Context: an optimization exercise on an open-source flow, tuned for small area and a short achievable clock period. The choices shown serve that exercise and are no tape-out recipe. The RTL was checked by simulation tests, not by an equivalence proof against the original design. Power is estimated from default activity; no workload was simulated.

==> flow/design.v <==
package accum_bank_pkg;
  localparam int sys_cols   = 4;
  localparam int P_BITWIDTH = 16;
endpackage
module accum_column
#(
  parameter int IN_W  = accum_bank_pkg::P_BITWIDTH,
  parameter int ACC_W = 32,
  parameter int DEPTH = 16
) (
  input  logic             clk,
  input  logic             valid_i,
  input  logic             first_i,
  input  logic [IN_W-1:0]  data_i,
  output logic [ACC_W-1:0] data_o,
  output logic             ovf_o
);
  localparam int HI_W = ACC_W - IN_W;
  localparam int LV   = $clog2(IN_W);
  logic [ACC_W:0] body_q [DEPTH-1];
  logic [ACC_W:0] tail_q;
  logic [ACC_W:0] head_s;
  logic [IN_W-1:0] a_lo_s, s_lo_s, res_lo_s;
  logic            c_lo_s, sx_s;
  logic [HI_W-1:0] a_hi_s, inc_s, dec_s, up_s, dn_s, res_hi_s;
  logic [HI_W-1:0] all1_s, all0_s;
  logic            is_max_s, is_min_s, ovf_s, flag_s;
  assign head_s = body_q[0];
  assign a_hi_s = head_s[ACC_W-1:IN_W];
  assign a_lo_s = head_s[IN_W-1:0];
  assign sx_s   = data_i[IN_W-1];
  assign {c_lo_s, s_lo_s} = {1'b0, a_lo_s} + {1'b0, data_i};
  for (genvar i = 0; i < HI_W; i++) begin : g_hi
    assign all1_s[i] = &a_hi_s[i:0];
    assign all0_s[i] = ~|a_hi_s[i:0];
  end
  assign inc_s    = a_hi_s ^ {all1_s[HI_W-2:0], 1'b1};
  assign dec_s    = a_hi_s ^ {all0_s[HI_W-2:0], 1'b1};
  assign is_max_s = ~a_hi_s[HI_W-1] & all1_s[HI_W-2];
  assign is_min_s =  a_hi_s[HI_W-1] & all0_s[HI_W-2];
  assign up_s     = is_max_s ? a_hi_s : inc_s;
  assign dn_s     = is_min_s ? a_hi_s : dec_s;
  always_comb begin
    ovf_s = sx_s ? (~c_lo_s & is_min_s) : (c_lo_s & is_max_s);
    if (first_i) begin
      res_hi_s = {HI_W{sx_s}};
      res_lo_s = data_i;
    end else begin
      if (c_lo_s) res_hi_s = sx_s ? a_hi_s : up_s;
      else        res_hi_s = sx_s ? dn_s : a_hi_s;
      res_lo_s = ovf_s ? {IN_W{~sx_s}} : s_lo_s;
    end
    flag_s = ~first_i & (head_s[ACC_W] | ovf_s);
  end
  always_ff @(posedge clk) begin
    if (valid_i) begin
      tail_q <= {flag_s, res_hi_s, res_lo_s};
      body_q[DEPTH-2] <= tail_q;
      for (int i = 0; i < DEPTH-2; i++) body_q[i] <= body_q[i+1];
    end
  end
  assign data_o = tail_q[ACC_W-1:0];
  assign ovf_o  = tail_q[ACC_W];
endmodule
module accum_bank
#(
  parameter int COLS     = accum_bank_pkg::sys_cols,
  parameter int IN_W     = accum_bank_pkg::P_BITWIDTH,
  parameter int ACC_W    = 32,
  parameter int DEPTH    = 16,
  parameter bit SATURATE = 1'b1,
  localparam int ROW_W   = $clog2(DEPTH)
) (
  input  logic                  clk,
  input  logic                  rst,
  input  logic                  i_valid,
  input  logic                  i_first,
  input  logic                  i_last,
  input  logic [COLS*IN_W-1:0]  i_data,
  output logic [COLS-1:0]       o_valid,
  output logic [COLS*ROW_W-1:0] o_row,
  output logic [COLS*ACC_W-1:0] o_data,
  output logic [COLS-1:0]       o_ovf,
  output logic                  o_tile_done
);
  logic [COLS:0]  v_s, e_s, f_s;
  logic [ROW_W-1:0] r_s [COLS+1];
  logic [ROW_W-1:0] row_q;
  logic             done_q;
  always_ff @(posedge clk or posedge rst) begin
    if (rst) row_q <= '0;
    else if (i_valid) row_q <= row_q + 1'b1;
  end
  assign v_s[0] = i_valid;
  assign e_s[0] = i_valid & i_last;
  assign f_s[0] = i_first;
  assign r_s[0] = row_q;
  for (genvar s = 1; s <= COLS; s++) begin : g_stage
    always_ff @(posedge clk or posedge rst) begin
      if (rst) begin
        v_s[s] <= 1'b0;
        e_s[s] <= 1'b0;
      end else begin
        v_s[s] <= v_s[s-1];
        e_s[s] <= e_s[s-1];
      end
    end
    always_ff @(posedge clk) begin
      f_s[s] <= f_s[s-1];
      r_s[s] <= r_s[s-1];
    end
  end
  always_ff @(posedge clk or posedge rst) begin
    if (rst) done_q <= 1'b0;
    else     done_q <= e_s[COLS-1] & (r_s[COLS-1] == ROW_W'(DEPTH-1));
  end
  assign o_tile_done = done_q;
  for (genvar c = 0; c < COLS; c++) begin : g_lane
    accum_column #(
      .IN_W (IN_W),
      .ACC_W(ACC_W),
      .DEPTH(DEPTH)
    ) u_col (
      .clk    (clk),
      .valid_i(v_s[c]),
      .first_i(f_s[c]),
      .data_i (i_data[c*IN_W +: IN_W]),
      .data_o (o_data[c*ACC_W +: ACC_W]),
      .ovf_o  (o_ovf[c])
    );
    assign o_valid[c]             = e_s[c+1];
    assign o_row[c*ROW_W +: ROW_W] = r_s[c+1];
  end
endmodule
clock: 7.5 ns
lec_check: 0
cap_margin: 20
core_margin: 2
core_utilization: 40
cts_cluster_diameter: 150
cts_cluster_size: 25
setup_slack_margin: 4.5
slew_margin: 20
run.sh (not shown) runs the stock make flow with config.mk's settings and CLKGATE_MAP_FILE= SYNTH_SCRIPT=/design/flow/synth_recipe.tcl, a recipe that flattens the netlist after the stock synthesis.
The first run finished clean.
Next try:
Settings changed: CORE_UTILIZATION 40 to 55, SETUP_SLACK_MARGIN 4.5 to 3.8.
Combinational power went down by about a fifth; non-clock buffer count went down by 138; sequential share of layout area went up by 3.1 points; clock skew went down by 0.0080 ns; global-route usage went up by 4.7 points; via count went down slightly; clock power barely changes; cell area went down by a few percent; wire length went down slightly.
Next try:
Settings changed: SETUP_SLACK_MARGIN 3.8 to 4.2.
Outcome:
- The new run completed with no timing, DRC or antenna violations
- die area stays the same
- cell count rises by 1.0%
- core utilization rose by 0.96 points
- sequential share of layout area is lower by 1.2 points
- clock skew increases by 0.0040 ns
Next try:
Settings changed: ABC_AREA set to 1.
=> Synthesized cell count goes up by a quarter to a third. Core utilization goes down by 1.6 points. Design area goes up slightly. Clock-buffer cell count goes down by 9. Worst setup slack improved by 0.17 ns. Power goes down slightly. Routed wire length goes down slightly.
Next try:
==> flow/flow/run.sh (new file) <==
#!/bin/bash
# Standard ORFS layout, with plain buf_2 port buffers and clock-tree sink
# clustering of up to 25 sinks without dummy loads.
set -euo pipefail
export BUFFER_PORTS_ARGS="-buffer_cell sky130_fd_sc_hd__buf_2"
export CTS_ARGS="-sink_clustering_enable -repair_clock_nets -sink_clustering_size 25 -sink_clustering_max_diameter 150 -dont_use_dummy_load"
bash standard.sh > standard.log 2>&1
==> flow/standard.sh (new file) <==
#!/bin/bash
# synth_recipe.tcl (not shown) runs the flow's synth.tcl, then flattens the netlist and writes it again
# the make line also repeats each setting of config.mk as NAME=value (left out here)
make -C /OpenROAD-flow-scripts/flow DESIGN_CONFIG=/design/flow/config.mk WORK_HOME=/design/flow/orfs CLKGATE_MAP_FILE= SYNTH_SCRIPT=/design/flow/synth_recipe.tcl "${@:-finish}"
Settings changed: ABC_AREA 1 to unset.
removed: flow/run.sh
Critical path depth increases by 13; routed wire length came out lower by 1.3%; total power goes down by 1.7%; design area went down by 2.7%; fmax fell by 6.6%; global-route usage climbs by 0.29 points; die area drops by 3.0%.

## afterwards: timing with drivers on the ports
In the flow no input, the clock included, has a driving cell. The finished layouts below were timed again as built, in two steps.
Step 1, drivers: a clkbuf_16 drives clk and a buf_2 each remaining input, both assumed.
Step 2 adds t to the input delays and takes it off the output delays; t is the mean of the earliest and latest rising clock arrival at the registers after step 1. Input paths then give back, and output paths get back, about the clock's delay inside the block.
Three values: ideal ports, drivers, drivers and shift; two values: the first two.
| run | shift t [ns] | setup WS [ns] | worst setup path after step 2 |
|---|---|---|---|
| the first run | 0.814 | 4.021 / 4.035 / 3.221 | input to register |
| the second run | 0.787 | 3.770 / 3.820 / 3.033 | input to register |
| the third run | 0.788 | 4.091 / 4.126 / 3.339 | input to register |
| the fourth run | 0.776 | 4.258 / 4.185 / 3.521 | input to register |
| the fifth run | 0.764 | 4.027 / 4.045 / 3.281 | input to register |
After both steps every run listed still meets setup and hold. For the first run, which loses most, drivers alone change the setup slack by +0.014 ns; drivers and shift together by -0.800 ns.
